From an optimization exercise on the open Yosys and OpenROAD flow, aimed at small area, a short achievable clock period and few clock cycles per item; shortcuts taken in it are not production practice. No run shown here included a check of the RTL's function; only the layout flow was run. No activity file was given, so power comes from the tool's default toggle rates.

**flow/config.mk**
```make
export PLATFORM = sky130hd
export DESIGN_NAME = irrigation_pump_controller
export DESIGN_NICKNAME = irrigation_pump_controller
export VERILOG_FILES = /design/flow/design.v
export SDC_FILE = /design/flow/constraint.sdc
export NUM_CORES = 4
export LEC_CHECK = 0
export CAP_MARGIN = 20
export CORE_MARGIN = 2
export CORE_UTILIZATION = 40
export SLEW_MARGIN = 20
```
**flow/constraint.sdc**
```tcl
create_clock -name core_clock -period 7.5 [get_ports {clk}]
set_input_delay 1.5000 -clock core_clock [delete_from_list [all_inputs] [get_ports {clk}]]
set_output_delay 1.5000 -clock core_clock [all_outputs]
set_load 0.01 [all_outputs]
```
**flow/design.v**
```verilog
`timescale 1ns / 1ps
package ipc_pkg;
  localparam int unsigned TEMP_W   = 8;
  localparam int unsigned HUM_W    = 8;
  localparam int unsigned SOIL_W   = 7;
  localparam int unsigned SECS_W   = 16;
  localparam int unsigned FLOW_W   = 8;
  localparam int unsigned TOTAL_W  = 32;
  localparam int unsigned WATER_W  = 32;
  localparam int unsigned CFG_IDX_W  = 3;
  localparam int unsigned CFG_DATA_W = 16;
  localparam int unsigned IN_DATA_W  = 24;
  localparam int unsigned OUT_DATA_W = 40;
  localparam logic [TEMP_W-1:0] TEMP_THR_RST     = 8'd30;
  localparam logic [HUM_W-1:0]  HUM_THR_RST      = 8'd20;
  localparam logic [SOIL_W-1:0] MOIST_THR_RST    = 7'd35;
  localparam logic [SECS_W-1:0] MIN_RUN_RST      = 16'd10;
  localparam logic [SECS_W-1:0] MAX_RUN_RST      = 16'd20;
  localparam logic [SECS_W-1:0] REST_RST         = 16'd60;
  localparam logic [FLOW_W-1:0] FLOW_RST         = 8'd1;
  localparam logic KIND_TICK = 1'b0;
  localparam logic KIND_EVAL = 1'b1;
  typedef enum logic [CFG_IDX_W-1:0] {
    REG_TEMP_THR  = 3'd0,
    REG_HUM_THR   = 3'd1,
    REG_MOIST_THR = 3'd2,
    REG_MIN_RUN   = 3'd3,
    REG_MAX_RUN   = 3'd4,
    REG_REST      = 3'd5,
    REG_FLOW      = 3'd6
  } ipc_reg_idx_t;
  typedef struct packed {
    logic [TEMP_W-1:0] temp_threshold;
    logic [HUM_W-1:0]  humidity_threshold;
    logic [SOIL_W-1:0] moisture_threshold;
    logic [SECS_W-1:0] min_run_seconds;
    logic [SECS_W-1:0] max_run_seconds;
    logic [SECS_W-1:0] rest_seconds;
    logic [FLOW_W-1:0] flow_per_second;
  } ipc_cfg_t;
  typedef struct packed {
    logic              kind;
    logic [TEMP_W-1:0] temperature;
    logic [HUM_W-1:0]  humidity;
    logic [SOIL_W-1:0] soil_level;
    logic              manual;
  } ipc_item_t;
  typedef struct packed {
    logic               timer_active;
    logic [SECS_W-1:0]  elapsed_seconds;
    logic               motor_running;
    logic               rest_flag;
    logic               minimum_pending;
    logic               limit_reached;
    logic [TOTAL_W-1:0] total_seconds;
  } ipc_state_t;
  typedef struct packed {
    logic               pump_on;
    logic               resting;
    logic [TOTAL_W:0]   secs;
  } ipc_snap_t;
  typedef struct packed {
    logic               pump_on;
    logic               resting;
    logic [WATER_W-1:0] water_used;
  } ipc_result_t;
endpackage
`timescale 1ns / 1ps
module ipc_regs (
  input  logic                           clk,
  input  logic                           rst,
  input  logic                           wr_en,
  input  logic [ipc_pkg::CFG_IDX_W-1:0]  wr_index,
  input  logic [ipc_pkg::CFG_DATA_W-1:0] wr_data,
  output ipc_pkg::ipc_cfg_t              cfg
);
  always_ff @(posedge clk) begin
    if (rst) begin
      cfg.temp_threshold     <= ipc_pkg::TEMP_THR_RST;
      cfg.humidity_threshold <= ipc_pkg::HUM_THR_RST;
      cfg.moisture_threshold <= ipc_pkg::MOIST_THR_RST;
      cfg.min_run_seconds    <= ipc_pkg::MIN_RUN_RST;
      cfg.max_run_seconds    <= ipc_pkg::MAX_RUN_RST;
      cfg.rest_seconds       <= ipc_pkg::REST_RST;
      cfg.flow_per_second    <= ipc_pkg::FLOW_RST;
    end else if (wr_en) begin
      case (wr_index)
        ipc_pkg::REG_TEMP_THR:  cfg.temp_threshold     <= wr_data[ipc_pkg::TEMP_W-1:0];
        ipc_pkg::REG_HUM_THR:   cfg.humidity_threshold <= wr_data[ipc_pkg::HUM_W-1:0];
        ipc_pkg::REG_MOIST_THR: cfg.moisture_threshold <= wr_data[ipc_pkg::SOIL_W-1:0];
        ipc_pkg::REG_MIN_RUN:   cfg.min_run_seconds    <= wr_data[ipc_pkg::SECS_W-1:0];
        ipc_pkg::REG_MAX_RUN:   cfg.max_run_seconds    <= wr_data[ipc_pkg::SECS_W-1:0];
        ipc_pkg::REG_REST:      cfg.rest_seconds       <= wr_data[ipc_pkg::SECS_W-1:0];
        ipc_pkg::REG_FLOW:      cfg.flow_per_second    <= wr_data[ipc_pkg::FLOW_W-1:0];
        default: ;
      endcase
    end
  end
endmodule
`timescale 1ns / 1ps
module irrigation_pump_controller (
  input  logic                           clk,
  input  logic                           rst,
  input  logic                           s_axis_tvalid,
  output logic                           s_axis_tready,
  input  logic [ipc_pkg::IN_DATA_W-1:0]  s_axis_tdata,
  input  logic                           s_axis_tuser,
  output logic                           m_axis_tvalid,
  input  logic                           m_axis_tready,
  output logic [ipc_pkg::OUT_DATA_W-1:0] m_axis_tdata,
  input  logic                           cfg_valid,
  output logic                           cfg_ready,
  input  logic [ipc_pkg::CFG_IDX_W-1:0]  cfg_index,
  input  logic [ipc_pkg::CFG_DATA_W-1:0] cfg_data
);
  ipc_pkg::ipc_cfg_t cfg;
  assign cfg_ready = 1'b1;
  ipc_regs u_regs (
    .clk      (clk),
    .rst      (rst),
    .wr_en    (cfg_valid),
    .wr_index (cfg_index),
    .wr_data  (cfg_data),
    .cfg      (cfg)
  );
  logic        timer_active;
  logic [15:0] elapsed;
  logic        motor;
  logic        resting;
  logic        pending;
  logic        limit;
  logic [31:0] secs;
  logic [31:0] water;
  logic        out_valid;
  logic [3:0]  cnt;         
  logic        held;        
  logic busy, accept;
  assign busy          = |cnt;
  assign s_axis_tready = !busy && (!out_valid || m_axis_tready);
  assign accept        = s_axis_tvalid && s_axis_tready;
  logic is_tick, is_manual, is_auto, need;
  assign is_tick   = !s_axis_tuser;
  assign is_manual = s_axis_tuser && s_axis_tdata[23];
  assign is_auto   = s_axis_tuser && !s_axis_tdata[23];
  assign need = (s_axis_tdata[7:0] > cfg.temp_threshold) ||
                (s_axis_tdata[15:8] < cfg.humidity_threshold) ||
                (s_axis_tdata[22:16] < cfg.moisture_threshold);
  logic        e_max;
  logic [15:0] e_inc;
  logic        gt_min, gt_max, ge_rest;
  assign e_max   = &elapsed;
  assign e_inc   = e_max ? elapsed : elapsed + 16'd1;
  assign gt_min  = e_inc > cfg.min_run_seconds;
  assign gt_max  = e_inc > cfg.max_run_seconds;
  assign ge_rest = e_inc >= cfg.rest_seconds;
  logic pend_eff, limit_eff, keep_run, start;
  assign pend_eff  = !timer_active || pending;
  assign limit_eff = timer_active && limit;
  assign keep_run  = motor && pend_eff;
  assign start     = !resting && !keep_run && need && !limit_eff;   
  logic [15:0] secs_add;
  logic [32:0] secs_sum;
  logic [31:0] secs_sat;
  assign secs_add = motor ? {15'd0, !e_max} : elapsed;
  assign secs_sum = {1'b0, secs} + {17'd0, secs_add};
  assign secs_sat = secs_sum[32] ? 32'hFFFF_FFFF : secs_sum[31:0];
  logic restart;    
  assign restart = accept && is_auto && start && !motor && timer_active;
  logic flow_wr;
  assign flow_wr = cfg_valid && (cfg_index == 3'd6);
  logic [2:0]  bit_i;
  logic        f_bit;
  logic [32:0] w_a;
  logic [31:0] w_b;
  logic [32:0] w_sum;
  logic [31:0] w_sat;
  assign bit_i = cnt[2:0] - 3'd1;
  assign f_bit = cfg.flow_per_second[bit_i];
  assign w_a   = busy ? {water, 1'b0} : {1'b0, water};
  assign w_b   = busy ? (f_bit ? secs : 32'd0) : {24'd0, cfg.flow_per_second};
  assign w_sum = w_a + {1'b0, w_b};
  assign w_sat = (w_sum[32] || (busy && water[31])) ? 32'hFFFF_FFFF : w_sum[31:0];
  always_ff @(posedge clk) begin
    if (rst) begin
      timer_active <= 1'b0;
      elapsed      <= '0;
      motor        <= 1'b0;
      resting      <= 1'b0;
      pending      <= 1'b1;
      limit        <= 1'b0;
      secs         <= '0;
      water        <= '0;
      out_valid    <= 1'b0;
      cnt          <= '0;
      held         <= 1'b0;
    end else begin
      if (m_axis_tready) out_valid <= 1'b0;
      if (cnt == 4'd1 && held) begin
        out_valid <= 1'b1;
        held      <= 1'b0;
      end
      if (busy) begin
        cnt   <= cnt - 4'd1;
        water <= w_sat;
      end
      if (flow_wr) begin
        cnt   <= 4'd8;
        water <= '0;
      end
      if (accept) begin
        out_valid <= !restart;
        if (restart) begin
          held  <= 1'b1;
          cnt   <= 4'd8;
          water <= '0;
        end
        if (is_tick) begin
          if (timer_active) begin
            elapsed <= e_inc;
            if (motor) begin
              secs  <= secs_sat;
              if (!e_max) water <= w_sat;
              if (gt_min) pending <= 1'b0;
              if (gt_max) limit <= 1'b1;
            end else if (ge_rest) begin
              timer_active <= 1'b0;
              elapsed      <= '0;
              resting      <= 1'b0;
            end
          end
        end else if (is_manual) begin
          if (motor) begin
            elapsed      <= '0;
            timer_active <= 1'b0;
          end
          resting <= 1'b0;
          motor   <= 1'b0;
        end else begin
          pending <= pend_eff;
          limit   <= limit_eff;
          if (resting) begin
            motor <= 1'b0;
          end else if (keep_run) begin
            motor <= 1'b1;
          end else if (need && !limit_eff) begin
            motor <= 1'b1;
            if (!timer_active) begin
              timer_active <= 1'b1;
              elapsed      <= '0;
            end else if (!motor) begin
              secs <= secs_sat;
            end
          end else if (motor) begin
            motor   <= 1'b0;
            elapsed <= '0;
            resting <= 1'b1;
          end
        end
      end
    end
  end
  assign m_axis_tvalid = out_valid;
  assign m_axis_tdata  = {6'd0, water, resting, motor};
endmodule
```
**flow/run.sh**
```bash
#!/bin/bash
# synth_recipe.tcl (not shown) runs the flow's synth.tcl, then flattens the netlist and writes it again
# the make line also repeats each setting of config.mk as NAME=value (left out here)
make -C /OpenROAD-flow-scripts/flow DESIGN_CONFIG=/design/flow/config.mk WORK_HOME=/design/flow/orfs CLKGATE_MAP_FILE= SYNTH_SCRIPT=/design/flow/synth_recipe.tcl finish
```
==> summary.md, run 1 <==
| Metric | Value |
|---|---|
| Pre-CTS setup slack | 2.283 ns |
| Via-to-Cell Ratio | 5.388 |
| Die H | 176.2 um |
| Setup TNS | 0 ns |
| Die area | 0.03106 mm2 |
| Buffers and inverters on the worst path | 2 |
| Reg2reg path depth | 15 |
| Worst hold path depth | 2 |
| Largest family of logic cells by synthesized area | compound AO/OA/AOI/OAI gates |
| Drt first pass iters | 5 |
| First-pass GRT wire length | 52170 um |
| Design Area, Final | 0.01350 mm2 |
| Adder-Cell Fraction of Synth Area | 12.99% |
| Status | no timing/DRC/antenna violations |
| Startpoint types | register |
| Iteration-0 DRC Markers | 865 |
| HP Start | held |
| WL/cell | 16.05 um |
| Sink Count | 170 |
| Slowest CP cell | a31oi_4 |
| Flop-to-flop setup slack | 2.16 ns |
| Yosys cell types | 80 |
| Crit-path max FO | 42 |
| Die X | 176.2 um |
| Met3 Use GR | 2.713% |
| Mean area per synthesized cell | 7.736 um2 |
| Post-route setup slack | 2.161 ns |
| Simple-Gate Fraction of Synth Area | 23.21% |
| Clk Tree Root Cell | clkbuf_16 |
| WHS Endpoint | held |
| Setup Buffers After CTS | 0 |
| Clock Latency Late Sink | 0.44 ns |
| Area after DPL | 0.01291 mm2 |
| Post-synthesis xor/xnor area fraction | 4.576% |
| RePlAce Congestion | 0.8380 |
| Total grt overflow | 0 |
| Synth warnings | 2 |
| Final setup violating endpoints | 0 |
| Met2 usage | 34.41% |
| FFs w/ async S/R, synth | 0% |
| Via count | 10660 |
| Crit path max-delay family | compound AO/OA/AOI/OAI gates |
| Post-synthesis cell count | 1534 |
| Vias in the first global route | 10190 |
| Share of layout cells above drive strength 1 | 4.912% |
| Fin. Hold Viols | 0 |
| Met1 Use GR | 28.91% |
| CTS tree | done |
| Starting density of the core | 40.36% |
| Final cycle utilization of the critical path | 71.19% |
| Mux cell area share after synthesis | 1.244% |
| PwrDens | 183.4 mW/mm2 |
| Synth Flop Type | dfxtp_1 |
| Synth Area in Compound Gates | 23.42% |
| Drt drc | 0 |
| Core Rows | 63 |
| Critical-path cell list | inv_1, ha_1, nor3b_4, buf_4, a22o_1, ha_1, fa_1, a211oi_1, o21a_1, a211oi_1, or3_1, a41oi_2, a31oi_4, and3_1, a221o_1 |
| CP Capture Type | register |
| DP HPWL | 23720 um |
| Deepest clock path buffer count | 2 |
| Antenna diodes | 0 |
| Final Critical Period | 5.339 ns |
| R2r endpoint | water[23] |
| I/O Pins | 92 |
| Crit-path max cell delay | 0.67 ns |
| Nets | 1746 |
| Total track usage | 20.87% |
| Max Slew Vio Count | 0 |
| Inserted Clock Buffers | 17 |
| CTS resizes | 0 |
| Clk slew on worst S/H paths | 0.08 ns |
| Clock skew | 0.01699 ns |
| Launch point of the worst reg-to-reg path | cnt[0] |
| Critical Path RT | 7.88 ns |
| Total Wirelength | 31740 um |
| IO buf count | 84 |
| Synth Cell Area | 0.01187 mm2 |
| Worst vdd ir | 0.0001579 V |
| Commonest non-fill, non-tap cells in the layout | 310 x nand2_1, 170 x dfxtp_1, 141 x a21oi_1, 120 x ha_1, 89 x inv_1 |
| Critical path class | reg2reg |
| EDFF count, synth | 0 |
| MaxCap Viol Count | 0 |
| Commonest non-fill, non-tap cell in the layout | nand2_1 |
| Worst hold path type | reg2reg |
| Arrival time worst endpoint | 5.72 ns |
| Initial antenna violation count | 0 |
| Fmax | 187.3 MHz |
| Relative max-transition margin | 36.00% |
| P&R area growth vs syn | 13.74% |
| Routed Antenna Nets | 0 |
| RSZ-0062 raised after global routing | no |
| Sequential area share after synthesis | 28.68% |
| Core box area | 0.02940 mm2 |
| FF+latch count, synth | 170 |
| Leak Pwr | 5.909 nW |
| Largest net degree at the start of global routing | 67 |
| H-tree depth | 4 |
| Busiest grt layer | met2 |
| Slew at the pin closest to its max-slew limit | 0.9570 ns |
| Cts hold-fix bufs | 0 |
worst reg2reg max path: stages, from the launching register on:
cell      delay, ns
dfxtp_1        0.38
inv_1          0.13
ha_1           0.28
nor3b_4        0.52
buf_4          0.54
a22o_1         0.26
ha_1           0.23
fa_1           0.26
a211oi_1       0.09
o21a_1         0.25
a211oi_1       0.53
or3_1          0.29
a41oi_2        0.22
a31oi_4        0.67
and3_1         0.47
a221o_1        0.17
final cells by class:
type	instances	area, um2
multi-input combinational	1205	7794
inverter	90	337.8
sequential	170	3403
timing repair buffer	91	890.9
clock inverter	15	158.9
tap	390	488.0
fill	2928	15900
clock buffer	17	425.4
registers in the layout, indices dropped and copies added (netlist names):
signal        cells
elapsed          16
motor             1
timer_active      1
held              1
resting           1
water            32
out_valid         1
pending           1
limit             1
u_regs.cfg       79
cnt               4
secs             32
where the power goes:
group / total (mW) / internal, mW / leakage, nW / switching, mW
Sequential: 0.973 / 0.937 / 1.38 / 0.0360
Combinational: 0.621 / 0.211 / 4.25 / 0.409
Clock: 0.882 / 0.445 / 0.284 / 0.437
Total: 2.48 / 1.59 / 5.91 / 0.882
metal layers:
layer	share of wire [%]	up-vias
li1	-	5462
met1	49	4931
met2	46	244
met3	4.2	21
met4	1.0	0
met5	0	-
synth_stat cells, types with 6 or more instances:
library cell | count | area share [%]
and2_1 | 34 | 1.8
a211oi_1 | 28 | 1.8
o21a_1 | 12 | 0.76
a21oi_1 | 141 | 5.9
o21ai_0 | 64 | 2.7
ha_1 | 120 | 13
nor2_1 | 68 | 2.2
or2_2 | 6 | 0.32
and3_1 | 15 | 0.79
a22o_1 | 22 | 1.6
nand4_1 | 21 | 1.1
clkbuf_1 | 49 | 1.5
xor2_1 | 27 | 2.0
dfxtp_1 | 170 | 29
o211ai_1 | 29 | 1.8
xnor2_1 | 35 | 2.6
a21o_1 | 47 | 3.0
buf_2 | 7 | 0.30
o21bai_1 | 7 | 0.44
and4_1 | 7 | 0.52
nand3_1 | 28 | 1.2
nand2_1 | 310 | 9.8
a31oi_1 | 10 | 0.53
nor3_1 | 19 | 0.80
inv_1 | 89 | 2.8
mux2i_1 | 8 | 0.67
nor2b_1 | 27 | 1.4
o31ai_1 | 6 | 0.38
or3_1 | 7 | 0.37
nand2b_1 | 19 | 1.0
buf_4 | 12 | 0.76
how the worst max path moves through the flow:
stage / start / end / slack (ns) / depth (start not counted)
2_1_floorplan: cnt[0] / water[30] / 3.07 / 18
3_3_place_gp: cnt[0] / water[25] / 2.36 / 16
3_5_place_dp: cnt[0] / water[23] / 2.28 / 15
4_1_cts: cnt[0] / water[23] / 2.25 / 15
5_1_grt: cnt[0] / water[20] / 1.82 / 16
6_report: cnt[0] / water[23] / 2.16 / 15
metrics by stage:
| step | total power [mW] | hold WS, ns | utilization (%) | cells |
|---|---|---|---|---|
| global route | 2.601 | 0.4718 | 45.91 | 1978 |
| CTS | 2.491 | 0.4545 | 45.90 | 1978 |
| finish | 2.475 | 0.4551 | 45.91 | 1978 |
| floorplan | 1.417 | 0.4321 | - | 1539 |
| detailed placement | 1.610 | 0.4450 | 43.91 | 1946 |
| global placement | 1.603 | 0.4413 | 43.91 | 1946 |
kinds of logic (layout without fill, tap and decap cells):
logic type	after synthesis	count (layout)
compound gates	419	419
xor+xnor	62	62
fa+ha+maj	122	122
buf+inv	164	213
flops	170	170
mux	12	12
other cells	2	7
simple gates	583	583
==> inputs of run 2 (changes only) <==
--- a/flow/design.v
+++ b/flow/design.v
@@ -131,9 +131,12 @@
   logic        limit;
-  logic [31:0] secs;
-  logic [31:0] water;
+  logic [31:0] secs;        
+  logic        secs_ovf;    
+  logic [31:0] water;       
+  logic        water_ovf;   
   logic        out_valid;
-  logic [3:0]  cnt;         
+  logic        busy;        
+  logic [2:0]  bit_i;       
+  logic        f_bit;       
   logic        held;        
-  logic busy, accept;
-  assign busy          = |cnt;
+  logic accept;
   assign s_axis_tready = !busy && (!out_valid || m_axis_tready);
@@ -155,3 +158,3 @@
   assign ge_rest = e_inc >= cfg.rest_seconds;
-  logic pend_eff, limit_eff, keep_run, start;
+  logic pend_eff, limit_eff, keep_run;
   assign pend_eff  = !timer_active || pending;
@@ -159,15 +162,10 @@
   assign keep_run  = motor && pend_eff;
-  assign start     = !resting && !keep_run && need && !limit_eff;   
   logic [15:0] secs_add;
   logic [32:0] secs_sum;
-  logic [31:0] secs_sat;
   assign secs_add = motor ? {15'd0, !e_max} : elapsed;
   assign secs_sum = {1'b0, secs} + {17'd0, secs_add};
-  assign secs_sat = secs_sum[32] ? 32'hFFFF_FFFF : secs_sum[31:0];
   logic restart;    
-  assign restart = accept && is_auto && start && !motor && timer_active;
+  assign restart = accept && is_auto && !resting && !motor && need && !limit_eff && timer_active;
   logic flow_wr;
   assign flow_wr = cfg_valid && (cfg_index == 3'd6);
-  logic [2:0]  bit_i;
-  logic        f_bit;
   logic [32:0] w_a;
@@ -175,5 +173,3 @@
   logic [32:0] w_sum;
-  logic [31:0] w_sat;
-  assign bit_i = cnt[2:0] - 3'd1;
-  assign f_bit = cfg.flow_per_second[bit_i];
+  logic [2:0]  bit_n;
   assign w_a   = busy ? {water, 1'b0} : {1'b0, water};
@@ -181,3 +177,3 @@
   assign w_sum = w_a + {1'b0, w_b};
-  assign w_sat = (w_sum[32] || (busy && water[31])) ? 32'hFFFF_FFFF : w_sum[31:0];
+  assign bit_n = bit_i - 3'd1;
   always_ff @(posedge clk) begin
@@ -191,5 +187,9 @@
       secs         <= '0;
+      secs_ovf     <= 1'b0;
       water        <= '0;
+      water_ovf    <= 1'b0;
       out_valid    <= 1'b0;
-      cnt          <= '0;
+      busy         <= 1'b0;
+      bit_i        <= '0;
+      f_bit        <= 1'b0;
       held         <= 1'b0;
@@ -197,13 +197,19 @@
       if (m_axis_tready) out_valid <= 1'b0;
-      if (cnt == 4'd1 && held) begin
-        out_valid <= 1'b1;
-        held      <= 1'b0;
-      end
       if (busy) begin
-        cnt   <= cnt - 4'd1;
-        water <= w_sat;
+        water     <= w_sum[31:0];
+        water_ovf <= water_ovf || w_sum[32] || (f_bit && secs_ovf);
+        bit_i     <= bit_n;
+        f_bit     <= cfg.flow_per_second[bit_n];
+        if (bit_i == 3'd0) begin
+          busy      <= 1'b0;
+          out_valid <= held;
+          held      <= 1'b0;
+        end
       end
       if (flow_wr) begin
-        cnt   <= 4'd8;
-        water <= '0;
+        busy      <= 1'b1;
+        bit_i     <= 3'd7;
+        f_bit     <= cfg_data[7];
+        water     <= '0;
+        water_ovf <= 1'b0;
       end
@@ -212,5 +218,8 @@
         if (restart) begin
-          held  <= 1'b1;
-          cnt   <= 4'd8;
-          water <= '0;
+          held      <= 1'b1;
+          busy      <= 1'b1;
+          bit_i     <= 3'd7;
+          f_bit     <= cfg.flow_per_second[7];
+          water     <= '0;
+          water_ovf <= 1'b0;
         end
@@ -220,4 +229,8 @@
             if (motor) begin
-              secs  <= secs_sat;
-              if (!e_max) water <= w_sat;
+              secs     <= secs_sum[31:0];
+              secs_ovf <= secs_ovf || secs_sum[32];
+              if (!e_max) begin
+                water     <= w_sum[31:0];
+                water_ovf <= water_ovf || w_sum[32];
+              end
               if (gt_min) pending <= 1'b0;
@@ -250,3 +263,4 @@
             end else if (!motor) begin
-              secs <= secs_sat;
+              secs     <= secs_sum[31:0];
+              secs_ovf <= secs_ovf || secs_sum[32];
             end
@@ -262,3 +276,3 @@
   assign m_axis_tvalid = out_valid;
-  assign m_axis_tdata  = {6'd0, water, resting, motor};
+  assign m_axis_tdata  = {6'd0, water | {32{water_ovf}}, resting, motor};
 endmodule
==> summary.md, run 2 <==
| Metric | Value |
|---|---|
| Design Area, Final | 0.01356 mm2 |
| IO buf count | 84 |
| Mean area per synthesized cell | 7.876 um2 |
| Non-filler cells in the finished layout | 1954 |
| Drt drc | 0 |
| Clk slew on worst S/H paths | 0.07 ns |
| Routed Antenna Nets | 0 |
| Count leader, synth | nand2_1 |
| Launch point of the worst reg-to-reg path | elapsed[9] |
| Starting density of the core | 40.39% |
| Core box area | 0.02940 mm2 |
| Setup crit start | elapsed[9] |
| Antenna diodes | 0 |
| Total track usage | 19.96% |
| Fillers | 2933 |
| Die X | 176.3 um |
| Clk Tree Root Cell | clkbuf_16 |
| Post-synthesis cell count | 1508 |
| Via-to-Cell Ratio | 5.359 |
| Fin. Hold Viols | 0 |
| Sink Count | 173 |
| Leak Pwr | 5.939 nW |
| Total power | 1.981 mW |
| Critical path class | reg2reg |
| RSZ-0062 raised after global routing | no |
| Die H | 176.3 um |
| Clock Power Share | 44.0% |
| Setup crit end | elapsed[7] |
| Final setup violating endpoints | 0 |
| FF+latch count, synth | 173 |
| Area after DPL | 0.01299 mm2 |
| Top post-synthesis cells by count | 225 x nand2_1, 173 x dfxtp_1, 147 x a21oi_1, 120 x ha_1, 96 x inv_1 |
| Slew at the pin closest to its max-slew limit | 0.9579 ns |
| Switching power of the nets | 0.5045 mW |
| Core Rows | 63 |
| Drt first pass iters | 5 |
| Final cycle utilization of the critical path | 60.55% |
| Iteration-0 DRC Markers | 706 |
| Synth Cell Area | 0.01188 mm2 |
| Clock Latency Late Sink | 0.44 ns |
| Final Critical Period | 4.542 ns |
| Synth warnings | 2 |
| Crit-path max FO | 14 |
| CTS tree | done |
| Internal Power | 1.477 mW |
| First-pass GRT wire length | 50290 um |
| Sequential area share after synthesis | 29.16% |
| MaxCap Viol Count | 0 |
| Reg2reg path depth | 18 |
| Placed cells | 1922 |
| Setup TNS | 0 ns |
| R2r endpoint | elapsed[7] |
| CP Capture Type | register |
| Commonest non-fill, non-tap cell in the layout | nand2_1 |
| Top reg by flops | u_regs.cfg |
| Critical Path RT | 7.86 ns |
| Synth Flop Type | dfxtp_1 |
| Sw Share | 25.46% |
| Deepest clock path buffer count | 2 |
| Nets | 1722 |
| Flop-to-flop setup slack | 2.96 ns |
| Yosys cell types | 75 |
| Sequential power share | 47.6% |
| Max Slew Vio Count | 0 |
| Status | no timing/DRC/antenna violations |
| Initial antenna violation count | 0 |
| H-tree depth | 4 |
| Worst vdd ir | 0.0001232 V |
| Synth top area cells | dfxtp_1 29%, ha_1 13%, nand2_1 7.1% |
| Commonest non-fill, non-tap cells in the layout | 225 x nand2_1, 172 x dfxtp_1, 147 x a21oi_1, 120 x ha_1, 96 x inv_1 |
| Fmax | 220.2 MHz |
| Footprint of the multi-input gates | 0.007751 mm2 |
| Share of layout cells above drive strength 1 | 8.312% |
| Via count | 10470 |
| Hold slack | 0.4535 ns |
| DP HPWL | 22920 um |
| Largest net degree at the start of global routing | 57 |
| Post-synth top area cell | dfxtp_1 |
| RePlAce Congestion | 0.8630 |
| Total grt overflow | 0 |
| EDFF count, synth | 0 |
| PwrDens | 146.2 mW/mm2 |
| Arrival time worst endpoint | 4.90 ns |
| Largest registers | u_regs.cfg (79), secs (32), water (32) |
| Largest register FFs | 79 |
| Part of the power in combinational logic | 8.4% |
| Share of the synthesized area in the top cell type | 29.16% |
| Startpoint types | register |
| Clock skew | 0.01411 ns |
| Relative max-transition margin | 35.90% |
| Worst hold path type | reg2reg |
| WL/cell | 15.55 um |
| Cts hold-fix bufs | 0 |
| FFs w/ async S/R, synth | 0% |
| Die area | 0.03109 mm2 |
| Setup Buffers After CTS | 0 |
| Vias in the first global route | 9796 |
| Register Area | 0.003465 mm2 |
| Total Wirelength | 30390 um |
| CTS resizes | 0 |
| I/O Pins | 92 |
| Inserted Clock Buffers | 17 |
| P&R area growth vs syn | 14.15% |
[run 2: cell types whose count changed in the layout (fill, tap and decap cells not counted), moves of 12 or more]
cell | before | now
a211oi_1 | 28 | 13
a22o_1 | 22 | 9
a22oi_1 | 2 | 26
and2_1 | 34 | 9
and3_1 | 15 | 39
mux2_2 | 2 | 31
nand2_1 | 310 | 225
nor2_1 | 67 | 88
o21ai_0 | 64 | 45
o21ai_1 | 1 | 13
or2_2 | 6 | 34
[run 2: power by group through the flow]
stage	logic (mW)	clock network (mW)	registers (mW)
floorplan	0.106	0	0.958
global placement	0.164	0	0.964
detailed placement	0.166	0	0.964
CTS	0.167	0.891	0.943
global route	0.185	0.934	0.945
finish	0.167	0.871	0.943
[run 2: per-layer routing]
metal / vias up / GRT usage, % / part of all wire [%]
met5: - / 0 / 0
met4: 0 / 5.028 / 1.0
met3: 19 / 3.316 / 4.3
met2: 194 / 31.73 / 45
met1: 4881 / 28.12 / 50
li1: 5378 / - / -
[run 2: area by class of cell]
| cell class | count | area share, % |
|---|---|---|
| Sequential cell | 173 | 25.56 |
| Tap cell | 390 | 3.599 |
| Multi-Input combinational cell | 1167 | 57.18 |
| Timing Repair Buffer | 94 | 6.737 |
| Clock buffer | 21 | 3.396 |
| Clock inverter | 11 | 0.8214 |
| Inverter | 98 | 2.713 |
[run 2: stage by stage]
step / util [%] / setup slack (ns)
after CTS: 46.11 / 3.053
after global routing: 46.11 / 2.472
after global placement: 44.16 / 2.935
after detailed placement: 44.16 / 2.873
after floorplan: - / 3.810
final: 46.11 / 2.958
[run 2: worst min-delay path by stage]
stage | start | endpoint | slack, ns | cells after the start
after CTS | u_regs.cfg[16] | u_regs.cfg[16] | 0.46 | 2
after global routing | u_regs.cfg[16] | u_regs.cfg[16] | 0.47 | 2
after detailed placement | u_regs.cfg[16] | u_regs.cfg[16] | 0.45 | 2
after floorplan | u_regs.cfg[63] | u_regs.cfg[63] | 0.43 | 2
final | u_regs.cfg[48] | u_regs.cfg[48] | 0.45 | 2
after global placement | u_regs.cfg[42] | u_regs.cfg[42] | 0.44 | 2
[run 2: critical path, cell delays in order (launching register included)]
cell	delay (ns)
dfxtp_1	0.41
and4_1	0.25
and3_1	0.20
nand3_2	0.14
nor3_4	0.37
nor2_1	0.14
and2_1	0.20
nand4_1	0.11
xnor2_1	0.22
ha_1	0.32
a21o_1	0.16
a21oi_1	0.14
nor2b_1	0.06
o21ai_0	0.14
o211ai_1	0.11
a31oi_1	0.55
and3_1	0.61
a21oi_1	0.13
o21ai_0	0.17
[run 2: logic make-up (layout without fill, tap and decap cells)]
group | count (synthesis) | in the layout | synth area share [%]
AOI/OAI and AO/OA | 397 | 397 | 21.69
xor gates and xnor gates | 63 | 63 | 4.646
adders and majority gates | 122 | 122 | 12.98
buffers and inverters | 173 | 224 | 5.900
DFF | 173 | 173 | 29.16
muxes | 41 | 41 | 3.993
other | 2 | 7 | 0.06323
and+or+nand+nor | 537 | 537 | 21.57
==> inputs of run 3 (changes only) <==
--- a/flow/config.mk
+++ b/flow/config.mk
@@ -10,2 +10,3 @@
 export CORE_UTILIZATION = 40
+export SETUP_SLACK_MARGIN = 4.0
 export SLEW_MARGIN = 20
==> summary.md, run 3 <==
| Metric | Value |
|---|---|
| I/O Pins | 92 |
| Core box area | 0.02940 mm2 |
| H-tree depth | 4 |
| WL/cell | 16.48 um |
| Sink Count | 173 |
| Commonest non-fill, non-tap cells in the layout | 217 x nand2_1, 163 x dfxtp_1, 135 x a21oi_1, 106 x ha_1, 94 x inv_1 |
| Largest registers | u_regs.cfg (79), secs (32), water (32) |
| Synth Cell Area | 0.01188 mm2 |
| Clock skew | 0.01942 ns |
| Via-to-Cell Ratio | 5.392 |
| Adder-Cell Fraction of Synth Area | 12.98% |
| Status | no timing/DRC/antenna violations |
| Worst hold path depth | 2 |
| Die X | 176.3 um |
| Crit-path max FO | 4 |
| Fin. Hold Viols | 0 |
| Flop-to-flop setup slack | 3.92 ns |
| Share of layout cells above drive strength 1 | 17.70% |
| RSZ-0062 raised after global routing | yes |
| Clk slew on worst S/H paths | 0.08 ns |
| Mean area per synthesized cell | 7.876 um2 |
| Critical path class | reg2reg |
| R2r endpoint | secs[17] |
| Commonest non-fill, non-tap cell in the layout | nand2_1 |
| Worst vdd ir | 0.0001642 V |
| IO buf count | 84 |
| Antenna diodes | 0 |
| Worst hold path type | reg2reg |
| Share of the synthesized area in the top cell type | 29.16% |
| EDFF count, synth | 0 |
| Count leader, synth | nand2_1 |
| Fillers | 2816 |
| Die H | 176.3 um |
| Relative max-transition margin | 35.64% |
| Inserted Clock Buffers | 17 |
| Setup TNS | 0 ns |
| CTS tree | done |
| WHS Endpoint | u_regs.cfg[52] |
| Starting density of the core | 40.39% |
| Register Area | 0.003486 mm2 |
| Mux cell area share after synthesis | 3.993% |
| Synth Area in Compound Gates | 21.69% |
| P&R area growth vs syn | 24.32% |
| Vias in the first global route | 10220 |
| Total track usage | 20.76% |
| Synth warnings | 2 |
| Post-synthesis xor/xnor area fraction | 4.646% |
| Fmax | 279.2 MHz |
| MaxCap Viol Count | 0 |
| Sequential area share after synthesis | 29.16% |
| Post-synthesis cell count | 1508 |
| Cts hold-fix bufs | 0 |
| RePlAce Congestion | 0.8781 |
| Design Area, Final | 0.01476 mm2 |
| Total grt overflow | 0 |
| Hold slack | 0.4557 ns |
| Startpoint types | register |
| DP HPWL | 23020 um |
| Largest register FFs | 79 |
| Simple-Gate Fraction of Synth Area | 21.57% |
| CP Capture Type | register |
| HP Start | u_regs.cfg[52] |
| Clock Latency Late Sink | 0.44 ns |
| First-pass GRT wire length | 52130 um |
| Via count | 10820 |
| Final Critical Period | 3.581 ns |
| Leak Pwr | 6.526 nW |
| Critical Path RT | 7.80 ns |
| Synth top area cells | dfxtp_1 29%, ha_1 13%, nand2_1 7.1% |
| Synth Flop Type | dfxtp_1 |
| Top post-synthesis cells by count | 225 x nand2_1, 173 x dfxtp_1, 147 x a21oi_1, 120 x ha_1, 96 x inv_1 |
| PwrDens | 139.7 mW/mm2 |
| Top reg by flops | u_regs.cfg |
| Footprint of the multi-input gates | 0.008356 mm2 |
| Iteration-0 DRC Markers | 682 |
| Clk Tree Root Cell | clkbuf_16 |
| Die area | 0.03109 mm2 |
| Arrival time worst endpoint | 3.88 ns |
| Deepest clock path buffer count | 2 |
| Drt first pass iters | 5 |
| Max Slew Vio Count | 0 |
| Largest net degree at the start of global routing | 83 |
| Total Wirelength | 33060 um |
| FF+latch count, synth | 173 |
| Final setup violating endpoints | 0 |
| Slew at the pin closest to its max-slew limit | 0.9611 ns |
| Post-synth top area cell | dfxtp_1 |
| Largest family of logic cells by synthesized area | compound AO/OA/AOI/OAI gates |
| Nets | 1774 |
| Final cycle utilization of the critical path | 47.75% |
| FFs w/ async S/R, synth | 0% |
| Reg2reg path depth | 16 |
| Launch point of the worst reg-to-reg path | elapsed[9] |
| Routed Antenna Nets | 0 |
| Initial antenna violation count | 0 |
| Area after DPL | 0.01303 mm2 |
| Drt drc | 0 |
| Yosys cell types | 75 |
| Core Rows | 63 |
-- run 3: changes by cell type in the layout (fill, tap and decap cells not counted), moves of 9 or more --
cell,previous run,this run
clkdlybuf4s50_1,83,60
ha_1,120,106
dlymetal6s2s_1,0,19
o21ai_0,45,36
a21oi_2,4,14
a21oi_1,147,135
dfxtp_1,172,163
ha_4,0,12
buf_4,11,47
-- run 3: worst max-delay path, stage by stage (launching register included) --
cell and delay (ns):
dfxtp_4 0.35, and4_4 0.23, and3_4 0.20, nand3_4 0.10
or3_4 0.38, nand2_2 0.08, o21ai_2 0.06, ha_2 0.21
a211o_1 0.31, a2111oi_4 0.39, o31ai_4 0.11, a311o_1 0.32
a31o_4 0.26, buf_4 0.14, nand3_2 0.08, xor2_1 0.17
nor2_1 0.05
-- run 3: cell type report --
type | instances | share of cell area, %
well taps | 390 | 3.305
clock inverters | 14 | 1.169
repair buffers | 144 | 9.924
inverters | 98 | 2.492
multi-input cells | 1169 | 56.59
flip-flops and latches | 173 | 23.61
clock buffers | 18 | 2.907
-- run 3: logic make-up (layout without fill, tap and decap cells) --
family / after synthesis / count (layout)
other: 2 / 7
buffers and inverters: 173 / 274
AO/OA/AOI/OAI: 397 / 398
flip-flops: 173 / 173
adder cells (fa/ha/maj): 122 / 122
multiplexers: 41 / 41
XOR/XNOR: 63 / 63
AND/OR/NAND/NOR: 537 / 538
-- run 3: what timing repair did --
| action | 4_1_cts | 5_1_grt |
|---|---|---|
| endpoints found under the setup margin | 121 | 87 |
| resized for setup | 61 | 100 |
| buffers inserted | 24 | 23 |
| pin swaps | 24 | 73 |
| hold endpoints to repair | 0 | 0 |
| cloned | 2 | 4 |
-- run 3: through the flow --
step                util, %  power [mW]  cells  setup WS (ns)
finish                50.21       2.062   2006          3.919
floorplan                 -       1.065   1513          3.952
detailed placement    44.30       1.131   1921          3.083
CTS                   47.92       2.046   1979          3.866
global placement      44.30       1.127   1921          3.082
global route          50.21       2.141   2006          3.758
-- run 3: layer usage --
metal / track usage, % / vias up / wire [um]
li1: - / 5474 / -
met1: 28.59 / 5091 / 15790
met2: 34.00 / 215 / 15370
met3: 3.036 / 36 / 1427
met4: 5.441 / 0 / 475
met5: 0 / - / 0
-- run 3: worst max path at each step --
stage	from	end
3_3_place_gp	m_axis_tready	s_axis_tready
2_1_floorplan	elapsed[9]	secs[24]
5_1_grt	elapsed[6]	secs[17]
3_5_place_dp	s_axis_tdata[15]	elapsed[11]
4_1_cts	elapsed[9]	secs[24]
6_report	elapsed[9]	secs[17]
-- run 3: power by group --
part	total, mW	switching [mW]	internal, mW
registers	0.943	0.0132	0.930
logic	0.212	0.119	0.0924
clock network	0.907	0.430	0.478
==> inputs of run 4 (changes only) <==
--- a/flow/design.v
+++ b/flow/design.v
@@ -76,23 +76,64 @@
 );
+  logic [15:0] d0, d1;       
+  assign d0 = wr_data & {16{!rst}};
+  assign d1 = wr_data | {16{rst}};
+  function automatic logic [15:0] pick(input logic [15:0] rv);
+    pick = (d1 & rv) | (d0 & ~rv);
+  endfunction
+  logic [6:0] we;
+  always_comb
+    for (int k = 0; k < 7; k++) we[k] = rst || (wr_en && wr_index == 3'(k));
+  logic [15:0] v_t, v_h, v_m, v_mn, v_mx, v_rs, v_f;
+  assign v_t  = pick(16'(ipc_pkg::TEMP_THR_RST));
+  assign v_h  = pick(16'(ipc_pkg::HUM_THR_RST));
+  assign v_m  = pick(16'(ipc_pkg::MOIST_THR_RST));
+  assign v_mn = pick(ipc_pkg::MIN_RUN_RST);
+  assign v_mx = pick(ipc_pkg::MAX_RUN_RST);
+  assign v_rs = pick(ipc_pkg::REST_RST);
+  assign v_f  = pick(16'(ipc_pkg::FLOW_RST));
   always_ff @(posedge clk) begin
-    if (rst) begin
-      cfg.temp_threshold     <= ipc_pkg::TEMP_THR_RST;
-      cfg.humidity_threshold <= ipc_pkg::HUM_THR_RST;
-      cfg.moisture_threshold <= ipc_pkg::MOIST_THR_RST;
-      cfg.min_run_seconds    <= ipc_pkg::MIN_RUN_RST;
-      cfg.max_run_seconds    <= ipc_pkg::MAX_RUN_RST;
-      cfg.rest_seconds       <= ipc_pkg::REST_RST;
-      cfg.flow_per_second    <= ipc_pkg::FLOW_RST;
-    end else if (wr_en) begin
-      case (wr_index)
-        ipc_pkg::REG_TEMP_THR:  cfg.temp_threshold     <= wr_data[ipc_pkg::TEMP_W-1:0];
-        ipc_pkg::REG_HUM_THR:   cfg.humidity_threshold <= wr_data[ipc_pkg::HUM_W-1:0];
-        ipc_pkg::REG_MOIST_THR: cfg.moisture_threshold <= wr_data[ipc_pkg::SOIL_W-1:0];
-        ipc_pkg::REG_MIN_RUN:   cfg.min_run_seconds    <= wr_data[ipc_pkg::SECS_W-1:0];
-        ipc_pkg::REG_MAX_RUN:   cfg.max_run_seconds    <= wr_data[ipc_pkg::SECS_W-1:0];
-        ipc_pkg::REG_REST:      cfg.rest_seconds       <= wr_data[ipc_pkg::SECS_W-1:0];
-        ipc_pkg::REG_FLOW:      cfg.flow_per_second    <= wr_data[ipc_pkg::FLOW_W-1:0];
-        default: ;
-      endcase
+    if (we[ipc_pkg::REG_TEMP_THR])  cfg.temp_threshold     <= v_t[ipc_pkg::TEMP_W-1:0];
+    if (we[ipc_pkg::REG_HUM_THR])   cfg.humidity_threshold <= v_h[ipc_pkg::HUM_W-1:0];
+    if (we[ipc_pkg::REG_MOIST_THR]) cfg.moisture_threshold <= v_m[ipc_pkg::SOIL_W-1:0];
+    if (we[ipc_pkg::REG_MIN_RUN])   cfg.min_run_seconds    <= v_mn;
+    if (we[ipc_pkg::REG_MAX_RUN])   cfg.max_run_seconds    <= v_mx;
+    if (we[ipc_pkg::REG_REST])      cfg.rest_seconds       <= v_rs;
+    if (we[ipc_pkg::REG_FLOW])      cfg.flow_per_second    <= v_f[ipc_pkg::FLOW_W-1:0];
+  end
+endmodule
+`timescale 1ns / 1ps
+module bk_add #(parameter int W = 32) (
+  input  logic [W-1:0] a, b,
+  input  logic         ci,
+  output logic [W-1:0] s,
+  output logic         co
+);
+  localparam int L = $clog2(W);
+  logic [W-1:0] p0, g0;
+  logic [W-1:0] gg [0:2*L];
+  logic [W-1:0] pp [0:2*L];
+  assign p0 = a ^ b;
+  assign g0 = a & b;
+  always_comb begin
+    logic [W-1:0] g, p;
+    g = g0; p = p0;
+    g[0] = g0[0] | (p0[0] & ci);
+    for (int l = 0; l < L; l++) begin
+      for (int i = 0; i < W; i++) begin
+        if (((i + 1) % (2 << l)) == 0) begin
+          g[i] = g[i] | (p[i] & g[i - (1 << l)]);
+          p[i] = p[i] & p[i - (1 << l)];
+        end
+      end
     end
+    for (int l = L - 2; l >= 0; l--) begin
+      for (int i = 0; i < W; i++) begin
+        if (((i + 1) % (2 << l)) == (1 << l) && i >= (2 << l)) begin
+          g[i] = g[i] | (p[i] & g[i - (1 << l)]);
+          p[i] = p[i] & p[i - (1 << l)];
+        end
+      end
+    end
+    s  = p0 ^ {g[W-2:0], ci};
+    co = g[W-1];
   end
@@ -165,3 +206,4 @@
   assign secs_add = motor ? {15'd0, !e_max} : elapsed;
-  assign secs_sum = {1'b0, secs} + {17'd0, secs_add};
+  bk_add #(32) u_secs_add (.a(secs), .b({16'd0, secs_add}), .ci(1'b0),
+                           .s(secs_sum[31:0]), .co(secs_sum[32]));
   logic restart;    
@@ -176,3 +218,4 @@
   assign w_b   = busy ? (f_bit ? secs : 32'd0) : {24'd0, cfg.flow_per_second};
-  assign w_sum = w_a + {1'b0, w_b};
+  bk_add #(32) u_water_add (.a(w_a[31:0]), .b(w_b), .ci(1'b0),
+                            .s(w_sum[31:0]), .co(w_sum[32]));
   assign bit_n = bit_i - 3'd1;
@@ -199,3 +242,3 @@
         water     <= w_sum[31:0];
-        water_ovf <= water_ovf || w_sum[32] || (f_bit && secs_ovf);
+        water_ovf <= water_ovf || w_sum[32] || water[31] || (f_bit && secs_ovf);
         bit_i     <= bit_n;
==> summary.md, run 4 <==
| Metric | Value |
|---|---|
| Status | no timing/DRC/antenna violations |
| Drt drc | 0 |
| Clk Tree Root Cell | clkbuf_16 |
| Final Critical Period | 3.808 ns |
| Busiest grt layer | met2 |
| Antenna diodes | 0 |
| Fin. Hold Viols | 0 |
| Core Rows | 61 |
| Arrival time worst endpoint | 4.11 ns |
| Crit-path max FO | 4 |
| Pre-CTS setup slack | 2.658 ns |
| Routed Antenna Nets | 0 |
| Met3 Use GR | 3.250% |
| Clk slew on worst S/H paths | 0.07 ns |
| Critical-path cell list | and4_4, nand4_1, nor3_4, and3_4, a21oi_2, ha_2, inv_2, fa_2, nor2b_2, o31a_1, o41a_4, o211a_4, a21o_1, or4b_4, inv_4, and3_4, ha_4, o21ai_2, xor2_1, nor2_1 |
| Synth top area cells | edfxtp_1 21%, dfxtp_1 17%, ha_1 14% |
| Via count | 8913 |
| Startpoint types | register |
| MaxCap Viol Count | 0 |
| Max Slew Vio Count | 0 |
| Sequential area share after synthesis | 37.63% |
| Final core occ | 53.10% |
| FFs w/ async S/R, synth | 0% |
| P&R area growth vs syn | 30.49% |
| Top post-synthesis cells by count | 126 x ha_1, 101 x inv_1, 94 x dfxtp_1, 81 x nand2_1, 79 x edfxtp_1 |
| Synth Flop Type | dfxtp_1 |
| Yosys cell types | 75 |
| Vias in the first global route | 8803 |
| Post-route setup slack | 3.692 ns |
| Largest register FFs | 79 |
| Iteration-0 DRC Markers | 429 |
| I/O Pins | 92 |
| Starting density of the core | 40.70% |
| Commonest non-fill, non-tap cell in the layout | ha_1 |
| PwrDens | 151.0 mW/mm2 |
| Largest net degree at the start of global routing | 48 |
| H-tree depth | 4 |
| Clock Latency Late Sink | 0.44 ns |
| IO buf count | 84 |
| Share of the synthesized area in the top cell type | 20.98% |
| Slowest CP cell | o41a_4 |
| Relative max-transition margin | 33.22% |
| Fmax | 262.6 MHz |
| RePlAce Congestion | 0.8520 |
| Final setup violating endpoints | 0 |
| DP HPWL | 19160 um |
| Core box area | 0.02778 mm2 |
| Critical Path RT | 7.80 ns |
| Sink Count | 173 |
| Via-to-Cell Ratio | 5.274 |
| Mean area per synthesized cell | 9.831 um2 |
| Nets | 1498 |
| Worst hold path type | reg2reg |
| Die X | 172.1 um |
| Total grt overflow | 0 |
| RSZ-0062 raised after global routing | yes |
| CP Capture Type | register |
| Most used cell, CP | and3_4 |
| Cts hold-fix bufs | 0 |
| Total track usage | 19.64% |
| Total Wirelength | 29060 um |
| Final cycle utilization of the critical path | 50.78% |
| WL/cell | 17.19 um |
| Largest registers | u_regs.cfg (79), secs (32), water (32) |
| Met2 usage | 34.66% |
| Commonest non-fill, non-tap cells in the layout | 104 x ha_1, 98 x inv_1, 83 x dfxtp_1, 79 x edfxtp_1, 75 x nand2_1 |
| Count leader, synth | ha_1 |
| Clock skew | 0.01150 ns |
| Slew at the pin closest to its max-slew limit | 0.9996 ns |
| EDFF count, synth | 79 |
| Met1 Use GR | 24.45% |
| Synth warnings | 3 |
| Post-synthesis cell count | 1150 |
| Setup TNS | 0 ns |
| Post-synth top area cell | edfxtp_1 |
| Deepest clock path buffer count | 2 |
| Share of layout cells above drive strength 1 | 27.74% |
| Worst vdd ir | 0.0001188 V |
| First-pass GRT wire length | 45330 um |
| Critical path class | reg2reg |
| Drt first pass iters | 7 |
| Die area | 0.02963 mm2 |
| CTS tree | done |
| Fillers | 2456 |
| Top reg by flops | u_regs.cfg |
| Leak Pwr | 6.540 nW |
| Inserted Clock Buffers | 17 |
| Initial antenna violation count | 0 |
| Crit-path max cell delay | 0.37 ns |
| Synth Cell Area | 0.01131 mm2 |
| FF+latch count, synth | 173 |
| Die H | 172.1 um |
-- run 4: changes by cell type in the layout (fill, tap and decap cells not counted), moves of 18 or more --
cell / delta
edfxtp_1: +79
nand2_1: -142
a21oi_1: -84
dfxtp_1: -80
a22o_1: +28
nor2_1: -37
a22oi_1: -20
a21o_1: -18
-- run 4: layout make-up --
type	instances	area [um2]	share of cell area, %
multi-input combinational	833	7343	49.78
sequential	173	4285	29.05
timing repair buffer	171	1685	11.42
tap	378	473.0	3.206
clock buffer	17	425.4	2.884
inverter	102	392.9	2.663
clock inverter	15	138.9	0.9414
timing repair inverter	1	8.758	0.05937
-- run 4: critical path, delay by kind of cell, from the launching register on --
family,cells,cell delay [ns]
simple gates,8,1.34
xor+xnor,1,0.15
flops,1,0.35
fa+ha+maj,3,0.54
buf+inv,2,0.09
compound gates,6,1.22
-- run 4: timing repair --
| action | in CTS | in global routing |
|---|---|---|
| pin swaps | 94 | 54 |
| endpoints found under the setup margin | 125 | 88 |
| resized for setup | 187 | 58 |
| buffers inserted | 61 | 14 |
| cloned | 7 | 4 |
-- run 4: stage by stage --
step           power (mW)  hold slack (ns)  cells  area (um2)
2_1_floorplan       1.230           0.4303   1155       11500
3_3_place_gp        1.315           0.4453   1572       12560
3_5_place_dp        1.321           0.4458   1572       12560
4_1_cts             2.226           0.4579   1672       14300
5_1_grt             2.317           0.4906   1690       14750
6_report            2.228           0.4595   1690       14750
-- run 4: cell families (layout without fill, tap and decap cells) --
kind of cell / after synthesis / count (layout) / synth area share (%)
simple gates: 346 / 349 / 16.40
flops: 173 / 173 / 37.63
mux: 37 / 37 / 3.851
compound gates: 245 / 246 / 14.94
buf+inv: 153 / 306 / 5.511
fa+ha+maj: 150 / 150 / 18.19
other cells: 2 / 7 / 0.06643
xor+xnor: 44 / 44 / 3.409
-- run 4: final timing paths --
kind,start,end,slack (ns),cells after the start
worst max-delay path,elapsed[6],secs[27],3.69,20
worst min-delay path,secs_ovf,secs_ovf,0.46,2
worst max register to register,elapsed[6],secs[27],3.69,20
worst min register to register,secs_ovf,secs_ovf,0.46,2
-- run 4: metal layers --
metal,up-vias,share of wire (%)
li1,4389,-
met1,4285,44
met2,185,50
met3,54,3.7
met4,0,3.1
met5,-,0
-- run 4: report_power, final --
group | internal [mW] | switching [mW]
Sequential | 1.03 | 0.0204
Clock | 0.442 | 0.430
Combinational | 0.143 | 0.160
Total | 1.62 | 0.611
==> inputs of run 5 (changes only) <==
--- a/flow/config.mk
+++ b/flow/config.mk
@@ -7,2 +7,3 @@
 export LEC_CHECK = 0
+export ABC_CLOCK_PERIOD_IN_PS = 3500
 export CAP_MARGIN = 20
==> summary.md, run 5 <==
| Metric | Value |
|---|---|
| Status | no timing/DRC/antenna violations |
| Max Slew Vio Count | 0 |
| Clk Tree Root Cell | clkbuf_16 |
| Total Wirelength | 29060 um |
| CP Capture Type | register |
| Final Critical Period | 3.808 ns |
| Core Rows | 61 |
| Final cycle utilization of the critical path | 50.78% |
| Clk slew on worst S/H paths | 0.07 ns |
| Via-to-Cell Ratio | 5.274 |
| Synth top area cells | edfxtp_1 21%, dfxtp_1 17%, ha_1 14% |
| Top Metal Used | met4 |
| WL/cell | 17.19 um |
| Final setup violating endpoints | 0 |
| Sequential area share after synthesis | 37.63% |
| Post-synth top area cell | edfxtp_1 |
| Arrival time worst endpoint | 4.11 ns |
| Fin. Hold Viols | 0 |
| Total power | 2.228 mW |
| Core box area | 0.02778 mm2 |
| CTS tree | done |
| Fmax | 262.6 MHz |
| Share of the synthesized area in the top cell type | 20.98% |
| Drt drc | 0 |
| Relative max-transition margin | 33.22% |
| First-pass GRT wire length | 45330 um |
| IO buf count | 84 |
| Total grt overflow | 0 |
| PwrDens | 151.0 mW/mm2 |
| Inserted Clock Buffers | 17 |
| Slew at the pin closest to its max-slew limit | 0.9996 ns |
| Critical path class | reg2reg |
| DP HPWL | 19160 um |
| Commonest non-fill, non-tap cells in the layout | 104 x ha_1, 98 x inv_1, 83 x dfxtp_1, 79 x edfxtp_1, 75 x nand2_1 |
| Sink Count | 173 |
| MaxCap Viol Count | 0 |
| Clock skew | 0.01150 ns |
| P&R area growth vs syn | 30.49% |
| Synth Flop Type | dfxtp_1 |
| Mean area per synthesized cell | 9.831 um2 |
| WL met3 | 1062 um |
| Synth warnings | 3 |
| EDFF count, synth | 79 |
| RePlAce Congestion | 0.8520 |
| Setup TNS | 0 ns |
| Startpoint types | register |
| Iteration-0 DRC Markers | 429 |
| Largest register FFs | 79 |
| Top reg by flops | u_regs.cfg |
| Total track usage | 19.64% |
| Critical Path RT | 7.80 ns |
| H-tree depth | 4 |
| Drt first pass iters | 7 |
| Final core occ | 53.10% |
| Worst vdd ir | 0.0001188 V |
| Post-synthesis cell count | 1150 |
| Leak Pwr | 6.540 nW |
| FF+latch count, synth | 173 |
| Share of layout cells above drive strength 1 | 27.74% |
| Die H | 172.1 um |
| Crit-path max FO | 4 |
| Largest net degree at the start of global routing | 48 |
| Top post-synthesis cells by count | 126 x ha_1, 101 x inv_1, 94 x dfxtp_1, 81 x nand2_1, 79 x edfxtp_1 |
| M1 wire length | 12700 um |
| Initial antenna violation count | 0 |
| Vias in the first global route | 8803 |
| Clock Latency Late Sink | 0.44 ns |
| Met2 wire len | 14380 um |
| Die X | 172.1 um |
| Via count | 8913 |
| FFs w/ async S/R, synth | 0% |
| Deepest clock path buffer count | 2 |
| Largest registers | u_regs.cfg (79), secs (32), water (32) |
| I/O Pins | 92 |
| Die area | 0.02963 mm2 |
| Yosys cell types | 75 |
| Synth Cell Area | 0.01131 mm2 |
| Starting density of the core | 40.70% |
| Antenna diodes | 0 |
| Commonest non-fill, non-tap cell in the layout | ha_1 |
| Count leader, synth | ha_1 |
| Worst hold path type | reg2reg |
| Nets | 1498 |
| RSZ-0062 raised after global routing | yes |
| Routed Antenna Nets | 0 |
==> run 5: cell type report <==
cell class | count | area (um2)
Timing Repair inverter | 1 | 8.758
Clock buffer | 17 | 425.4
Fill cell | 2456 | 13030
Sequential cell | 173 | 4285
Timing Repair Buffer | 171 | 1685
Inverter | 102 | 392.9
Clock inverter | 15 | 138.9
Tap cell | 378 | 473.0
Multi-Input combinational cell | 833 | 7343
==> run 5: path summary, 6_finish.rpt <==
check | end | cells after the start | slack (ns) | start
worst max-delay path | secs[27] | 20 | 3.69 | elapsed[6]
worst max register to register | secs[27] | 20 | 3.69 | elapsed[6]
worst min-delay path | secs_ovf | 2 | 0.46 | secs_ovf
worst min register to register | secs_ovf | 2 | 0.46 | secs_ovf
==> run 5: power breakdown <==
part / switching, mW / internal (mW)
clock: 0.430 / 0.442
sequential: 0.0204 / 1.03
combinational: 0.160 / 0.143
total: 0.611 / 1.62
==> run 5: worst max-delay path, stage by stage, from the launching register on <==
cell,delay (ns)
dfxtp_4,0.35
and4_4,0.24
nand4_1,0.17
nor3_4,0.17
and3_4,0.22
a21oi_2,0.05
ha_2,0.19
inv_2,0.05
fa_2,0.20
nor2b_2,0.05
o31a_1,0.30
o41a_4,0.37
o211a_4,0.25
a21o_1,0.20
or4b_4,0.26
inv_4,0.04
and3_4,0.18
ha_4,0.15
o21ai_2,0.05
xor2_1,0.15
nor2_1,0.05
==> run 5: through the flow <==
stage	instances	setup WS (ns)	instance area, um2	hold slack (ns)
detailed placement	1572	2.658	12560	0.4458
global route	1690	3.492	14750	0.4906
floorplan	1155	3.816	11500	0.4303
CTS	1672	3.565	14300	0.4579
global placement	1572	2.725	12560	0.4453
finish	1690	3.692	14750	0.4595
==> run 5: routing by layer <==
layer	vias up	track usage (%)
met3	54	3.250
li1	4389	-
met5	-	0
met1	4285	24.45
met2	185	34.66
met4	0	6.357
==> run 5: cells by family (layout without fill, tap and decap cells) <==
family / Yosys count / count (layout) / share of synthesized area, %
xor+xnor: 44 / 44 / 3.409
mux: 37 / 37 / 3.851
fa+ha+maj: 150 / 150 / 18.19
buf+inv: 153 / 306 / 5.511
simple gates: 346 / 349 / 16.40
other cells: 2 / 7 / 0.06643
flops: 173 / 173 / 37.63
compound gates: 245 / 246 / 14.94
==> run 5: timing repair <==
| action | 4_1_cts | 5_1_grt |
|---|---|---|
| pin swaps | 94 | 54 |
| hold buffers | 0 | 0 |
| cloned | 7 | 4 |
| buffers inserted | 61 | 14 |
| hold endpoints to repair | 0 | 0 |
| setup endpoints to repair | 125 | 88 |
| gates resized for setup | 187 | 58 |
==> inputs of run 6 (changes only) <==
--- a/flow/design.v
+++ b/flow/design.v
@@ -168,2 +168,3 @@
   logic [15:0] elapsed;
+  logic        e_sat;       
   logic        motor;
@@ -178,2 +179,3 @@
   logic        busy;        
+  logic        clr;         
   logic [2:0]  bit_i;       
@@ -191,7 +193,5 @@
                 (s_axis_tdata[22:16] < cfg.moisture_threshold);
-  logic        e_max;
   logic [15:0] e_inc;
   logic        gt_min, gt_max, ge_rest;
-  assign e_max   = &elapsed;
-  assign e_inc   = e_max ? elapsed : elapsed + 16'd1;
+  assign e_inc   = e_sat ? elapsed : elapsed + 16'd1;
   assign gt_min  = e_inc > cfg.min_run_seconds;
@@ -199,3 +199,3 @@
   assign ge_rest = e_inc >= cfg.rest_seconds;
-  logic pend_eff, limit_eff, keep_run;
+  logic pend_eff, limit_eff, keep_run, start, run_end;
   assign pend_eff  = !timer_active || pending;
@@ -203,12 +203,14 @@
   assign keep_run  = motor && pend_eff;
+  assign start     = !resting && !keep_run && need && !limit_eff;
+  assign run_end   = !resting && !keep_run && !(need && !limit_eff) && motor;
+  logic restart;    
+  assign restart = accept && is_auto && start && !motor && timer_active;
+  logic flow_wr;
+  assign flow_wr = cfg_valid && (cfg_index == 3'd6);
   logic [15:0] secs_add;
   logic [32:0] secs_sum;
-  assign secs_add = motor ? {15'd0, !e_max} : elapsed;
+  assign secs_add = clr ? elapsed : {15'd0, !e_sat};
   bk_add #(32) u_secs_add (.a(secs), .b({16'd0, secs_add}), .ci(1'b0),
                            .s(secs_sum[31:0]), .co(secs_sum[32]));
-  logic restart;    
-  assign restart = accept && is_auto && !resting && !motor && need && !limit_eff && timer_active;
-  logic flow_wr;
-  assign flow_wr = cfg_valid && (cfg_index == 3'd6);
-  logic [32:0] w_a;
+  logic [31:0] w_a;
   logic [31:0] w_b;
@@ -216,5 +218,5 @@
   logic [2:0]  bit_n;
-  assign w_a   = busy ? {water, 1'b0} : {1'b0, water};
+  assign w_a   = busy ? {water[30:0], 1'b0} : water;
   assign w_b   = busy ? (f_bit ? secs : 32'd0) : {24'd0, cfg.flow_per_second};
-  bk_add #(32) u_water_add (.a(w_a[31:0]), .b(w_b), .ci(1'b0),
+  bk_add #(32) u_water_add (.a(w_a), .b(w_b), .ci(1'b0),
                             .s(w_sum[31:0]), .co(w_sum[32]));
@@ -225,2 +227,3 @@
       elapsed      <= '0;
+      e_sat        <= 1'b0;
       motor        <= 1'b0;
@@ -235,2 +238,3 @@
       busy         <= 1'b0;
+      clr          <= 1'b0;
       bit_i        <= '0;
@@ -240,3 +244,13 @@
       if (m_axis_tready) out_valid <= 1'b0;
-      if (busy) begin
+      if (clr) begin
+        clr       <= 1'b0;
+        water     <= '0;
+        water_ovf <= 1'b0;
+        bit_i     <= 3'd7;
+        f_bit     <= cfg.flow_per_second[7];
+        if (held) begin
+          secs     <= secs_sum[31:0];
+          secs_ovf <= secs_ovf || secs_sum[32];
+        end
+      end else if (busy) begin
         water     <= w_sum[31:0];
@@ -252,7 +266,4 @@
       if (flow_wr) begin
-        busy      <= 1'b1;
-        bit_i     <= 3'd7;
-        f_bit     <= cfg_data[7];
-        water     <= '0;
-        water_ovf <= 1'b0;
+        busy <= 1'b1;
+        clr  <= 1'b1;
       end
@@ -261,8 +272,5 @@
         if (restart) begin
-          held      <= 1'b1;
-          busy      <= 1'b1;
-          bit_i     <= 3'd7;
-          f_bit     <= cfg.flow_per_second[7];
-          water     <= '0;
-          water_ovf <= 1'b0;
+          held <= 1'b1;
+          busy <= 1'b1;
+          clr  <= 1'b1;
         end
@@ -271,2 +279,3 @@
             elapsed <= e_inc;
+            e_sat   <= &elapsed[15:1];
             if (motor) begin
@@ -274,3 +283,3 @@
               secs_ovf <= secs_ovf || secs_sum[32];
-              if (!e_max) begin
+              if (!e_sat) begin
                 water     <= w_sum[31:0];
@@ -283,2 +292,3 @@
               elapsed      <= '0;
+              e_sat        <= 1'b0;
               resting      <= 1'b0;
@@ -289,2 +299,3 @@
             elapsed      <= '0;
+            e_sat        <= 1'b0;
             timer_active <= 1'b0;
@@ -296,18 +307,10 @@
           limit   <= limit_eff;
-          if (resting) begin
-            motor <= 1'b0;
-          end else if (keep_run) begin
-            motor <= 1'b1;
-          end else if (need && !limit_eff) begin
-            motor <= 1'b1;
-            if (!timer_active) begin
-              timer_active <= 1'b1;
-              elapsed      <= '0;
-            end else if (!motor) begin
-              secs     <= secs_sum[31:0];
-              secs_ovf <= secs_ovf || secs_sum[32];
-            end
-          end else if (motor) begin
+          if (start) begin
+            motor        <= 1'b1;
+            timer_active <= 1'b1;
+          end
+          if (run_end) begin
             motor   <= 1'b0;
             elapsed <= '0;
+            e_sat   <= 1'b0;
             resting <= 1'b1;
--- a/flow/config.mk
+++ b/flow/config.mk
@@ -7,3 +7,2 @@
 export LEC_CHECK = 0
-export ABC_CLOCK_PERIOD_IN_PS = 3500
 export CAP_MARGIN = 20
==> summary.md, run 6 <==
| Metric | Value |
|---|---|
| Clk Tree Root Cell | clkbuf_16 |
| Fmax | 282.0 MHz |
| Fillers | 2698 |
| Core Rows | 62 |
| Slew at the pin closest to its max-slew limit | 0.9744 ns |
| Synth Cell Area | 0.01166 mm2 |
| Cts hold-fix bufs | 0 |
| Setup TNS | 0 ns |
| Vias in the first global route | 8630 |
| Inserted Clock Buffers | 17 |
| Total grt overflow | 0 |
| Routed Antenna Nets | 0 |
| RSZ-0062 raised after global routing | yes |
| Final cycle utilization of the critical path | 47.29% |
| MaxCap Viol Count | 0 |
| Final Critical Period | 3.546 ns |
| Share of layout cells above drive strength 1 | 18.69% |
| CP Capture Type | register |
| IO buf count | 84 |
| Sink Count | 175 |
| Slowest CP cell | fa_1 |
| RePlAce Congestion | 0.8456 |
| Synth top area cells | edfxtp_1 20%, dfxtp_1 16%, ha_1 14% |
| H-tree depth | 4 |
| Startpoint types | register |
| Count leader, synth | ha_1 |
| Post-synthesis cell count | 1219 |
| Worst vdd ir | 0.0001149 V |
| PwrDens | 154.7 mW/mm2 |
| FF+latch count, synth | 175 |
| Initial antenna violation count | 2 |
| Fin. Hold Viols | 0 |
| Largest register FFs | 79 |
| Top post-synthesis cells by count | 126 x ha_1, 98 x inv_1, 96 x dfxtp_1, 94 x nand2_1, 92 x nor2_1 |
| Clock skew | 0.01924 ns |
| Via count | 8917 |
| Commonest non-fill, non-tap cell in the layout | ha_1 |
| Die area | 0.03052 mm2 |
| Most used cell, CP | inv_2 |
| Synth Flop Type | dfxtp_1 |
| First-pass GRT wire length | 44920 um |
| Final core occ | 49.52% |
| Commonest non-fill, non-tap cells in the layout | 116 x ha_1, 96 x inv_1, 94 x nand2_1, 90 x nor2_1, 87 x dfxtp_1 |
| Design Area, Final | 0.01421 mm2 |
| Die X | 174.7 um |
| Top reg by flops | u_regs.cfg |
| Drt first pass iters | 5 |
| Clk slew on worst S/H paths | 0.08 ns |
| Drt drc | 0 |
| Max Slew Vio Count | 0 |
| Largest net degree at the start of global routing | 69 |
| Core box area | 0.02870 mm2 |
| Via-to-Cell Ratio | 5.212 |
| Crit-path max cell delay | 0.58 ns |
| CTS tree | done |
| Crit-path max FO | 7 |
| Critical path class | reg2reg |
| Die H | 174.7 um |
| Clock Latency Late Sink | 0.44 ns |
| Status | no timing/DRC/antenna violations |
| Antenna diodes | 0 |
| Share of the synthesized area in the top cell type | 20.35% |
| Mean area per synthesized cell | 9.562 um2 |
| Critical Path RT | 7.80 ns |
| Sequential area share after synthesis | 36.84% |
| Synth warnings | 3 |
| I/O Pins | 92 |
| Worst hold path type | reg2reg |
| Hold slack | 0.4685 ns |
| Leak Pwr | 6.391 nW |
| EDFF count, synth | 79 |
==> run 6: final timing paths <==
| check | startpoint | end | cells after the start |
|---|---|---|---|
| setup / recovery | f_bit | water[20] | 17 |
| hold / removal | secs_ovf | secs_ovf | 2 |
| setup reg to reg | f_bit | water[20] | 17 |
| hold reg to reg | secs_ovf | secs_ovf | 2 |
==> run 6: report_power, final <==
group / internal, mW / leakage [nW] / switching (mW)
registers: 1.04 / 1.55 / 0.0185
clock network: 0.449 / 0.283 / 0.442
logic: 0.113 / 4.56 / 0.134
total: 1.60 / 6.39 / 0.594
==> run 6: final cells by class <==
type	instances	area (um2)	share of cell area (%)
Multi-Input combinational cell	889	7066	49.71
Clock buffer	17	425.4	2.993
Timing Repair Buffer	131	1383	9.728
Tap cell	384	480.5	3.381
Sequential cell	175	4313	30.35
Inverter	100	387.9	2.729
Clock inverter	15	157.7	1.109
==> run 6: stage by stage <==
step | power [mW] | worst slack [ns]
2_1_floorplan | 1.224 | 3.995
3_3_place_gp | 1.297 | 3.095
3_5_place_dp | 1.302 | 3.040
4_1_cts | 2.204 | 3.936
5_1_grt | 2.286 | 3.847
6_report | 2.199 | 3.954
==> run 6: kinds of logic (layout without fill, tap and decap cells) <==
logic type	Yosys count	count (layout)	share of synthesized area, %
compound gates	240	242	14.01
xor+xnor	48	48	3.607
flops	175	175	36.84
simple gates	405	405	18.19
fa+ha+maj	150	150	17.65
buf+inv	162	263	5.914
mux	37	37	3.725
other cells	2	7	0.06443
==> run 6: critical path, delay by kind of cell (launching register included) <==
family	cells	cell delay, ns
DFF	1	0.37
AOI/OAI and AO/OA	7	1.22
buffers and inverters	4	0.33
and+or+nand+nor	3	0.34
adders and majority gates	3	1.16
==> run 6: metal layers <==
metal / vias to the layer above / global-route usage (%) / wire length (um)
met2: 183 / 29.23 / 12920
met5: - / 0 / 0
met4: 0 / 5.903 / 552
li1: 4457 / - / -
met1: 4244 / 25.97 / 13760
met3: 33 / 2.415 / 973
==> run 6: repair_timing <==
item | in CTS | in global routing
endpoints found under the setup margin | 94 | 66
pin swaps | 10 | 30
resized for setup | 54 | 53
hold endpoints to repair | 0 | 0
cloned | 5 | 2
setup buffers | 16 | 19

[what the ideal ports hide]
No port has a modelled driver above. Below, the same layouts with a new extraction and two added sets of constraints.
Step 1: set_driving_cell puts a clkbuf_16 on clk and a buf_2 on each other input, an assumption about the parent block.
Step 2 times the ports against the registers' clock, not the clock port: input delays grow and output delays shrink by t, the midpoint of the rising clock arrivals with the driver on.
a / b / c = no drivers / after step 1 / after step 2; a / b = the first two.
run	t (ns)	slack for setup (ns)
run 1	0.486	2.161 / 2.161 / 2.161
run 2	0.479	2.958 / 2.958 / 2.813
run 3	0.482	3.919 / 3.919 / 3.594
run 4	0.479	3.692 / 3.692 / 3.446
run 5	0.479	3.692 / 3.692 / 3.446
run 6	0.478	3.954 / 3.954 / 3.661
After both steps every run listed still meets setup and hold.
